Source: an optimization exercise on an open RTL-to-GDS flow (aim: small area, a short achievable clock period and few clock cycles per item). Production flows keep margins and buffers that such runs may drop. The RTL was checked by simulation tests, not by an equivalence proof against the original design.

==> flow/design.v, too long to show whole: its modules and the start of the top module <==
// module gate_xor2: 3 lines
// module gate_xnor2: 3 lines
// module gate_nand2: 3 lines
// module gate_nor2: 3 lines
// module gate_inv: 3 lines
// module gate_aoi222: 4 lines
// module aes_key_inv_datapath: 1471 lines
// module aes_128_key_inv: 73 lines
module aes_128_key_inv
(
    input  logic       clk,
    input  logic       rst,
    input  logic       key_vld_i,
    input  aes_pkg::aes_key_t key_i,
    output logic       key_rdy_o,
    output logic       rk_vld_o,
    input  logic       rk_rdy_i,
    output aes_pkg::aes_key_t rk_o,
    output logic [3:0] rk_idx_o,
    output logic       rk_last_o
);
  // ...
==> flow/run.sh <==
#!/bin/bash
# synth_recipe.tcl (not shown) runs the flow's synth.tcl, then flattens the netlist and writes it again
# the make line also repeats each setting of config.mk as NAME=value (left out here)
make -C /OpenROAD-flow-scripts/flow DESIGN_CONFIG=/design/flow/config.mk WORK_HOME=/design/flow/orfs CLKGATE_MAP_FILE= SYNTH_SCRIPT=/design/flow/synth_recipe.tcl finish
==> flow/config.mk <==
export PLATFORM = sky130hd
export DESIGN_NAME = aes_128_key_inv
export DESIGN_NICKNAME = aes_128_key_inv
export VERILOG_FILES = /design/flow/design.v
export SDC_FILE = /design/flow/constraint.sdc
export NUM_CORES = 4
export LEC_CHECK = 0
export CAP_MARGIN = 20
export CORE_MARGIN = 2
export CORE_UTILIZATION = 40
export SLEW_MARGIN = 20
export SYNTH_HIERARCHICAL = 1
export SYNTH_MINIMUM_KEEP_SIZE = 0
==> flow/constraint.sdc <==
create_clock -name core_clock -period 16.0 [get_ports {clk}]
set_input_delay 3.2000 -clock core_clock [delete_from_list [all_inputs] [get_ports {clk}]]
set_output_delay 3.2000 -clock core_clock [all_outputs]
set_load 0.01 [all_outputs]
==> flow_metrics.py, run 1 <==
metrics = {
    "floorplan": {
        "start_util_pct": 40.73,
        "core_um2": 38830,
    },
    "cells_and_area": {
        "multi_input_gates": 1554,
        "finish.utilization_pct": 51.00,
        "layout.cells.non_filler": 2650,
        "multi_input_area_share_pct": 63.65,
        "multiInputGateArea_um2": 12600,
        "final_common_cell": "xor2_1",
        "insertedDiodeCount": 0,
        "biggestCellCategory": "multi-input combinational cells",
        "top_regs": "key_q: 128 flops, idx_q: 4 flops",
        "fillerInstances": 3766,
    },
    "setup_path": {
        "worstPathRequired_ps": 12800,
        "r2r-start": "key_q[49]$_DFF_P_",
    },
    "drt": {
        "met2_length_um": 28130,
    },
    "synth": {
        "synth.avg_cell_area_um2": 8.665,
        "synth_warnings": 7,
    },
    "timing": {
        "hold_viol": 0,
        "fin_setup_tns_ps": 0,
        "fmax_mhz": 130.3,
        "setup_viol": 0,
        "slew-limit-headroom_pct": 35.22,
    },
    "clock_network": {
        "cts_sinks": 135,
        "cts_setup_buffers": 0,
        "ctsHoldBuffers": 0,
        "cts_tree": "built",
    },
    "global_routing": {
        "met2_usage_pct": 48.07,
    },
    "worst_hold_path": {
        "min_from": "last_q$_SDFFE_PN0P_",
        "hold_path_depth": 1,
    },
    "status": {
        "status": "finished clean",
    },
    "place": {
        "gp_congestion": 0.9328,
    },
}
Testbench counts, summed over its fixed seeds: cycles 3,840, items 3,520.
==> inputs of run 2 (changes only) <==
==> flow/flow/run.sh (new file) <==
#!/bin/bash
set -euo pipefail
export BUFFER_PORTS_ARGS="-buffer_cell sky130_fd_sc_hd__buf_1"
export SETUP_SLACK_MARGIN="${MARGIN:-10}"
bash standard.sh > standard_flow.log 2>&1
==> flow/standard.sh (new file) <==
#!/bin/bash
# synth_recipe.tcl (not shown) runs the flow's synth.tcl, then flattens the netlist and writes it again
# the make line also repeats each setting of config.mk as NAME=value (left out here)
make -C /OpenROAD-flow-scripts/flow DESIGN_CONFIG=/design/flow/config.mk WORK_HOME=/design/flow/orfs CLKGATE_MAP_FILE= SYNTH_SCRIPT=/design/flow/synth_recipe.tcl "${@:-finish}"
removed: flow/run.sh
==> run 2 against run 1 <==
Non-clock buffer count increased by 43; clock-buffer cell count decreased by 4; largest cell class unchanged; synthesized cell count unchanged; highest routed layer unchanged; still clean on timing, DRC and antenna; final cell count increased by 1.7%.
==> flow_metrics.py, run 2 <==
metrics = {
    "drt": {
        "wl_per_cell_um": 22.02,
        "firstDrtPassIters": 11,
        "vias_per_cell": 5.264,
        "drtAntennaViolNets": 0,
        "drt_iter0_drc": 1860,
        "vias": 14180,
        "wl_um": 59330,
        "drcViolationCount": 0,
    },
    "cells_and_area": {
        "area_delta_synth_final_pct": 27.94,
        "insertedDiodeCount": 0,
        "largest_register_ffs": 128,
        "regMostFlops": "key_q",
        "final_net_count": 2299,
        "drive_gt1_share_pct": 13.28,
        "layout_common_cells": "xor2_1, xnor2_1, buf_1",
        "final_common_cell": "xor2_1",
        "top_regs": "key_q: 128 flops, idx_q: 4 flops",
    },
    "clock_network": {
        "ctsHoldBuffers": 0,
        "insertion_delay_ps": 450,
        "clk_pin_slew_ps": 70,
        "cts_buffers": 17,
        "htreeDepth": 4,
        "cts_root_buffer": "clkbuf_16",
        "cts_tree": "built",
        "cts_sinks": 135,
        "clk_path_buf_depth": 2,
    },
    "timing": {
        "clock_skew_ps": 15.07,
        "maxSlewViolCount": 0,
        "period_share_pct": 37.52,
        "hold_viol": 0,
        "fin_setup_tns_ps": 0,
        "fin_crit_ps": 6003,
        "slew-limit-headroom_pct": 28.88,
        "fmax_mhz": 166.6,
        "rsz0062_at_grt": "true",
        "worst_pin_slew_ps": 1067,
        "setup_viol": 0,
    },
    "floorplan": {
        "io_pins": 267,
        "die_area_um2": 41140,
        "die_w_um": 202.8,
        "die_y_um": 202.8,
        "start_util_pct": 40.73,
        "core_um2": 38830,
        "core.rowCount": 72,
    },
    "place": {
        "io_buffers": 266,
        "gp_congestion": 1.007,
        "hpwl_um": 46110,
    },
    "setup_path": {
        "cp-end-kind": "primary output",
        "critPathKind": "reg -> out",
        "worstPathRequired_ps": 12800,
        "path_max_fanout": 37,
        "critPathLaunchType": "register",
        "crit_arrival_ps": 2800,
    },
    "worst_hold_path": {
        "worstHoldPathType": "reg -> reg",
    },
    "synth": {
        "syn_area_um2": 15810,
        "synth_warnings": 7,
        "synth_nets": 1961,
        "synth.avg_cell_area_um2": 8.665,
        "syn-instance-count": 1825,
    },
    "global_routing": {
        "grtUsageTotal_pct": 27.76,
        "grt_pass1_vias": 14090,
        "grt-ovfl-total": 0,
        "grt_first_pass_wirelength_um": 85890,
        "antenna_found_initial": 0,
        "grt_max_degree": 91,
    },
    "status": {
        "status": "finished clean",
    },
    "run": {
        "maxCapViolCount": 0,
    },
}
run 2: critical path, stage by stage (launching register included):
cell     delay (ps)
dfxtp_4         470
buf_16          250
nand2_1         200
xor2_2          310
xnor2_2         140
buf_4           210
buf_4           130
xor2_1          240
xor2_1          180
buf_1           170
run 2: layer usage:
metal | part of all wire, % | vias up | track usage [%]
li1 | - | 6516 | -
met1 | 42 | 6929 | 35.97
met2 | 47 | 624 | 46.65
met3 | 6.6 | 113 | 3.114
met4 | 4.3 | 0 | 12.02
met5 | 0 | - | 0
run 2: worst paths after layout:
check | from | end | slack, ps | cells past startpoint
worst max-delay path | g_q$_SDFFE_PN0P_ | rk_o[3] | 10000 | 9
worst max register to register | key_q[51]$_DFF_P_ | key_q[122]$_DFF_P_ | 10240 | 19
worst min-delay path | last_q$_SDFFE_PN0P_ | vld_q$_SDFF_PP0_ | 470 | 1
worst min register to register | last_q$_SDFFE_PN0P_ | vld_q$_SDFF_PP0_ | 470 | 1
run 2: repair_timing:
action                                  in CTS  in global routing
endpoints found under the setup margin     139                154
setup buffers                               30                 14
pin swaps                                   24                 26
resized for setup                          128                112
gates cloned                                 1                  0
run 2: final cells by class:
type,count,area [µm²]
fill,3638,18600
multi-input combinational,1554,14200
inverter,131,494.2
clock buffer,19,442.9
clock inverter,13,170.2
timing repair buffer,324,1536
tap,518,648.1
sequential,135,2738
run 2: through the flow:
step	instances	utilization, %	setup WS (ps)	hold slack [ps]	instance area, µm²
CTS	2680	50.05	9931	466.5	19430
global placement	2617	45.18	9475	456.2	17540
finish	2694	52.11	9997	466.9	20230
detailed placement	2617	45.18	9385	457.0	17540
global route	2694	52.11	9908	497.0	20230
floorplan	1825	-	8296	505.8	15820

afterwards: timing with drivers on the ports:
In the flow no input, the clock included, has a driving cell. The finished layouts below were timed again as built, in two steps. Step 1 assumes that a clkbuf_16 drives the clock port and a buf_2 every other input. Step 2 moves the port delays by t, midway between the first and last clock arrival at a register: inputs arrive t later, outputs are due t later. That takes back most of the time a late clock gives input paths. a / b / c = ideal ports / drivers / drivers and shift; a / b = the first two.
run | t, ns | slack for setup (ns) | worst hold slack (ns) | worst slew at a driven data input, ns | pins driven straight from the clock port
run 1 | 0.486 | 8.326 / 8.275 / 8.762 | 0.480 / 0.480 / 0.480 | 0.08 | 1
run 2 | 0.502 | 9.997 / 9.942 / 10.199 | 0.467 / 0.467 / 0.467 | 0.05 | 1
After both steps setup and hold are still met in every run listed.
